Source: an optimization exercise on an open RTL-to-GDS flow (aim: small area and a short achievable clock period). Production flows keep margins and buffers that such runs may drop. Function was checked by simulation only, so behaviour that the tests miss may differ from the original. Power and IR drop assume default switching activity.

==> flow/design.v, too long to show whole: its modules and the start of the top module <==
// module sprite_addr_gen: 2861 lines
module sprite_addr_gen #(
  parameter  int N_SPRITES = 4,
  parameter  int COORD_W   = 10,
  parameter  int ADDR_W    = 20,
  parameter  int FRAME_W   = 4,
  parameter  int ANIM_DIV  = 8,
  localparam int ID_W      = (N_SPRITES > 1) ? $clog2(N_SPRITES) : 1
) (
  input  logic                           frame_Clk,
  input  logic                           Reset,
  input  logic [COORD_W-1:0]             DrawX,
  input  logic [COORD_W-1:0]             DrawY,
  input  logic                           vsync_tick,
  input  logic [N_SPRITES-1:0]           anim_enable,
  input  logic [N_SPRITES-1:0]           anim_restart,
  input  logic [N_SPRITES-1:0]           sprite_flip,
  input  logic [N_SPRITES*COORD_W-1:0]   sprite_X,
  input  logic [N_SPRITES*COORD_W-1:0]   sprite_Y,
  input  logic [N_SPRITES*COORD_W-1:0]   sprite_W,
  input  logic [N_SPRITES*COORD_W-1:0]   sprite_H,
  input  logic [N_SPRITES*ADDR_W-1:0]    base_addr,
  input  logic [N_SPRITES*FRAME_W-1:0]   frame_count,
  output logic                           sprite_on,
  output logic [ID_W-1:0]                sprite_id,
  output logic [ADDR_W-1:0]              spriteAddress,
  output logic [N_SPRITES*FRAME_W-1:0]   frame_idx
);
  // ...
==> flow/flow/run.sh <==
#!/bin/bash
# Standard ORFS layout (the standard.sh, standard synthesis unchanged), except that the
# port buffers that placement inserts on every input and output use sky130_fd_sc_hd__buf_1
# instead of the tool's default pick (clkdlybuf4s50_1, a slow delay cell).
# Each make step's full output goes to its own log in this folder; ORFS's per-step logs stay
# under orfs/logs/.
set -euo pipefail
bash standard.sh synth > synth.log 2>&1
bash standard.sh BUFFER_PORTS_ARGS="-buffer_cell sky130_fd_sc_hd__buf_1" finish > layout.log 2>&1
==> flow/standard.sh <==
#!/bin/bash
# synth_recipe.tcl (not shown) runs the flow's synth.tcl, then flattens the netlist and writes it again
# the make line also repeats each setting of config.mk as NAME=value (left out here)
make -C /OpenROAD-flow-scripts/flow DESIGN_CONFIG=/design/flow/config.mk WORK_HOME=/design/flow/orfs CLKGATE_MAP_FILE= SYNTH_SCRIPT=/design/flow/synth_recipe.tcl "${@:-finish}"
==> flow/config.mk <==
export PLATFORM = sky130hd
export DESIGN_NAME = sprite_addr_gen
export DESIGN_NICKNAME = sprite_addr_gen
export VERILOG_FILES = /design/flow/design.v
export SDC_FILE = /design/flow/constraint.sdc
export NUM_CORES = 4
export LEC_CHECK = 0
export CAP_MARGIN = 20
export CORE_MARGIN = 2
export CORE_UTILIZATION = 40
export SETUP_SLACK_MARGIN = 1.5
export SLEW_MARGIN = 20
==> flow/constraint.sdc <==
create_clock -name core_clock -period 12.0 [get_ports {frame_Clk}]
set_input_delay 2.4000 -clock core_clock [delete_from_list [all_inputs] [get_ports {frame_Clk}]]
set_output_delay 2.4000 -clock core_clock [all_outputs]
set_load 0.01 [all_outputs]
==> reports/qor.txt, run 1 <==
Max-Cap Viols: 0
Post-route minimum period: 10.33 ns
Share of layout cells above drive strength 1: 0.1047
Largest Register: spriteAddress
Hold_sp: spriteAddress[12]
Vias in the first global route: 18690
Pwr dens: 305.0 mW/mm²
Status: no timing/DRC/antenna violations
R2r setup slk: 3.27 ns
Multi-input gate area: 0.01698 mm²
Met3 Use GR: 0.04224
Non-clock buffer share: 0.1011
Drt via density: 5.597
RePlAce Congestion: 0.9284
Storage element area: 840.8 µm²
Fmax achieved: 96.78 MHz
NumNets Final: 3504
Synth warnings: 1
Slew at the pin with the worst max-slew slack: 1.089 ns
CTS Buffer Depth: 2
Routed via count: 18670
Post-synth ARST share: 0
Crit path capture: spriteAddress[19]
Met1 WL: 32220 µm
Core Region: 0.04865 mm²
Non-Filler Instances: 3336
Pleak: 10.06 nW
P_comb: 6.61 mW
Met3 wire len: 5422 µm
Hold Crit Endpoint: spriteAddress[12]
Die height: 225.1 µm
Tapcells: 622
XOR/XNOR share of the synthesized area: 0.02872
Top cells by area, synth: fa_1 (32%), ha_1 (12%), inv_1 (8.6%)
# setup viols final: 0
Worst Slack Setup Final: 1.667 ns
Seq_cells: 42
Busiest layer in global routing: met2
Register area share after synthesis: 0.04299
Routed wire per std cell: 21.72 µm
Yosys top cell area share: 0.3244
Total setup buffers inserted after CTS: 17
Met2 capacity usage during global routing: 0.4575
Clock share of power: 0.021
==> run 2, diff against run 1 <==
--- a/flow/config.mk
+++ b/flow/config.mk
@@ -8,5 +8,4 @@
 export CAP_MARGIN = 20
 export CORE_MARGIN = 2
 export CORE_UTILIZATION = 40
-export SETUP_SLACK_MARGIN = 1.5
 export SLEW_MARGIN = 20
==> reports/qor.txt, run 2 <==
Most frequent cells in the layout: inv_1 (445), buf_1 (328), fa_1 (317)
Yosys cell types: 89
Primary FF master, synth: dfxtp_1
Routed via count: 18460 (-1.1%)
Worst-path clk slew: 0.06 ns
Most common cell after layout, fill and taps aside: inv_1
CP Max Fanout: 29
RSZ-0062 raised after global routing: no
Max reg flops: 20
Setup WS pre-CTS: 0.2117 ns
DP Area: 0.02167 mm²
Fin crit share: 0.9667
Worst setup SP type: input port
CTS tree: yes
Clock root buffer master: clkbuf_16
Design area: 0.02186 mm²
Initial DRC count: 1649
Pre-antenna DRT Iters: 10
Core Region: 0.04865 mm² (unchanged)
Post-synth EDFFs: 0
Routed WL: 70660 µm
P_int: 2.897 mW
Slew at the pin with the worst max-slew slack: 0.9363 ns (-0.1526 ns)
Mapped Area: 0.01956 mm²
Fin Setup TNS: 0 ns
PortBufs: 329
Register bit total from synthesis: 42
Pleak: 9.716 nW (-3.4%)
GR Overflow Total: 0
Fmax achieved: 86.20 MHz (-11%)
Die Wd: 225.1 µm
Die ar.: 0.05069 mm²
Switch Pwr: 3.598 mW
Share of layout cells above drive strength 1: 0.05039 (-0.05432)
# setup viols final: 0 (unchanged)
Crit end category: flip-flop
Max stage delay cell, worst path: a211oi_1
Crit-path max cell delay: 0.80 ns
Initial antenna violation count: 5
Combinational power share: 0.948
Gate Count Post-Synth: 2365
Layout area overhead: 11.78%
Vias in the first global route: 18500 (-0.98%)
Drt via density: 5.622 (+0.46%)
Fillers: 5023
Sink Count: 42
Synth warnings: 1 (unchanged)
Clock share of power: 0.022 (about the same)
Post-route minimum period: 11.60 ns (+1.267 ns)
Yosys top cell area share: 0.3244 (unchanged)
FP Rows: 81
Mapped Nets: 3158
Dominant cell type by area after synthesis: fa_1
First-pass GRT wire length: 108600 µm
# IOs: 330
Top cells by area, synth: fa_1 (32%), ha_1 (12%), inv_1 (8.6%)
Post-synth ARST share: 0 (unchanged)
Worst Skew: 0.01670 ns
Status: no timing/DRC/antenna violations
Die height: 225.1 µm (unchanged)
Avg Cell Area, Syn: 8.271 µm²
Register area share after synthesis: 0.04299 (unchanged)
Largest Register: spriteAddress
GRT Total Usage: 0.2796
Slew margin rel.: 0.3758
Type of the worst min-delay path: flip-flop to flip-flop
Pwr dens: 297.1 mW/mm² (-2.6%)
Largest net degree at the start of global routing: 43
Routed wire per std cell: 21.52 µm (-0.93%)
DRC viols: 0
Detail Route Antenna Nets: 0
Max-slew violation count: 0
RePlAce Congestion: 0.9400 (+1.2%)
CTS Buffer Depth: 2 (unchanged)
Synth top cells by count: inv_1 (446), fa_1 (317), nand2_1 (219), ha_1 (185), a21oi_1 (137)
Worst Slack Setup Final: 0.3995 ns (-1.267 ns)
CP required: 12.17 ns
NumNets Final: 3451 (-1.5%)
Share of power burned in registers: 0.030
Count leader, synth: inv_1
CP dominant cell by count: fa_1
Max-Cap Viols: 0 (unchanged)
Arr. time, crit path: 11.77 ns
Hold Vio Cnt, Final: 0
Top Registers: spriteAddress (20), frame_q (16), div_cnt (3)
CTS buffer count: 5
Switching share of total power: 0.5539
VDD IR max: 374.9 µV
H-tree depth: 2
Clk Latency, worst-skew pair: 0.30 ns
Worst Setup Path Type: input port to flip-flop
Initial core utilization: 0.4021
HPWL Detailed: 60550 µm
-- run 2: cell count changes in the layout (fill, tap and decap cells not counted), sizes merged --
| cell | delta |
|---|---|
| clkbuf | -11 |
| buf | -41 |
| clkinvlp | -9 |
| inv | +9 |
| and3 | -1 |
-- run 2: worst max-delay path, delay by kind of cell --
kind            cells  cell delay (ns)
buf+inv             6             1.51
fa+ha+maj           7             3.24
simple gates        3             0.69
compound gates     13             2.51
xor+xnor            5             1.37
-- run 2: kinds of logic (layout without fill, tap and decap cells) --
kind of cell    count (synthesis)  in the layout  synth area share
simple gates                  598            598            0.1510
buf+inv                       568            862            0.1112
compound gates                558            558            0.2037
fa+ha+maj                     518            518            0.4512
xor+xnor                       61             61           0.02872
flops                          42             42           0.04299
mux                            20             20           0.01132
other cells                     0              2                 0
-- run 2: final cells by class --
| type | count | area [µm²] | area share |
|---|---|---|---|
| clock buffers | 6 | 138.9 | 0.006352 |
| inverters | 450 | 1693 | 0.07743 |
| well taps | 622 | 778.2 | 0.03560 |
| diodes | 2 | 5.005 | 0.0002289 |
| flip-flops and latches | 42 | 840.8 | 0.03846 |
| repair buffers | 404 | 1812 | 0.08287 |
| clock inverters | 2 | 12.51 | 0.0005723 |
| multi-input cells | 1755 | 16580 | 0.7585 |
-- run 2: routing by layer --
metal	up-vias	part of all wire	GRT usage
li1	8456	-	-
met1	9137	0.45	0.3993
met2	757	0.45	0.4514
met3	102	0.077	0.03585
met4	6	0.023	0.06195
met5	-	0.00054	0
-- run 2: repair_timing --
action | 4_1_cts | 5_1_grt
gates resized for setup | 0 | 1
setup endpoints to repair | 0 | 2
buffers inserted | 0 | 5
hold buffers | 0 | 0
endpoints found under the hold margin | 0 | 0
-- run 2: power groups by stage --
stage	sequential (mW)	combinational [mW]	clock, mW
floorplan	0.208	4.41	0
CTS	0.198	6.21	0.146
detailed placement	0.201	6.18	0
global route	0.201	6.92	0.153
finish	0.198	6.16	0.142
global placement	0.201	6.09	0
-- run 2: path summary, 6_finish.rpt --
| check | endpoint | cells after the start | slack (ns) | startpoint |
|---|---|---|---|---|
| worst min register to register | spriteAddress[2] | 2 | 0.45 | spriteAddress[2] |
| worst max register to register | spriteAddress[19] | 35 | 2.32 | frame_q[12] |
| worst min-delay path | spriteAddress[2] | 2 | 0.45 | spriteAddress[2] |
| worst max-delay path | spriteAddress[19] | 34 | 0.40 | DrawX[2] |
-- run 2: metrics by stage --
stage	std cells	hold slack [ns]	power, mW	utilization
after floorplan	2365	0.4504	4.619	-
after global placement	3266	0.4443	6.290	0.4450
after detailed placement	3268	0.4463	6.378	0.4454
after CTS	3276	0.4532	6.553	0.4485
after global routing	3281	0.4763	7.278	0.4493
final	3283	0.4521	6.495	0.4494

[what the ideal ports hide]
No port has a modelled driver above. Below, the same layouts with a new extraction and two added sets of constraints.
Step 1, drivers: a clkbuf_16 drives frame_Clk and a buf_2 each remaining input, both assumed.
Step 2 moves the port delays by t, midway between the first and last clock arrival at a register: inputs arrive t later, outputs are due t later. That takes back most of the time a late clock gives input paths.
Slacks: ideal / step 1 / step 2; pairs: ideal / step 1.
run	t, ns	slack for setup (ns)	worst slew at a driven data input, ns	cell pins on the clock port's net
run 1	0.337	1.667 / 1.692 / 1.355	0.07	1
run 2	0.332	0.400 / 0.417 / 0.086	0.08	1
After both steps every run listed still meets setup and hold. The setup slack of run 2, which loses most, moves by +0.017 ns with the drivers and by -0.314 ns with both steps.
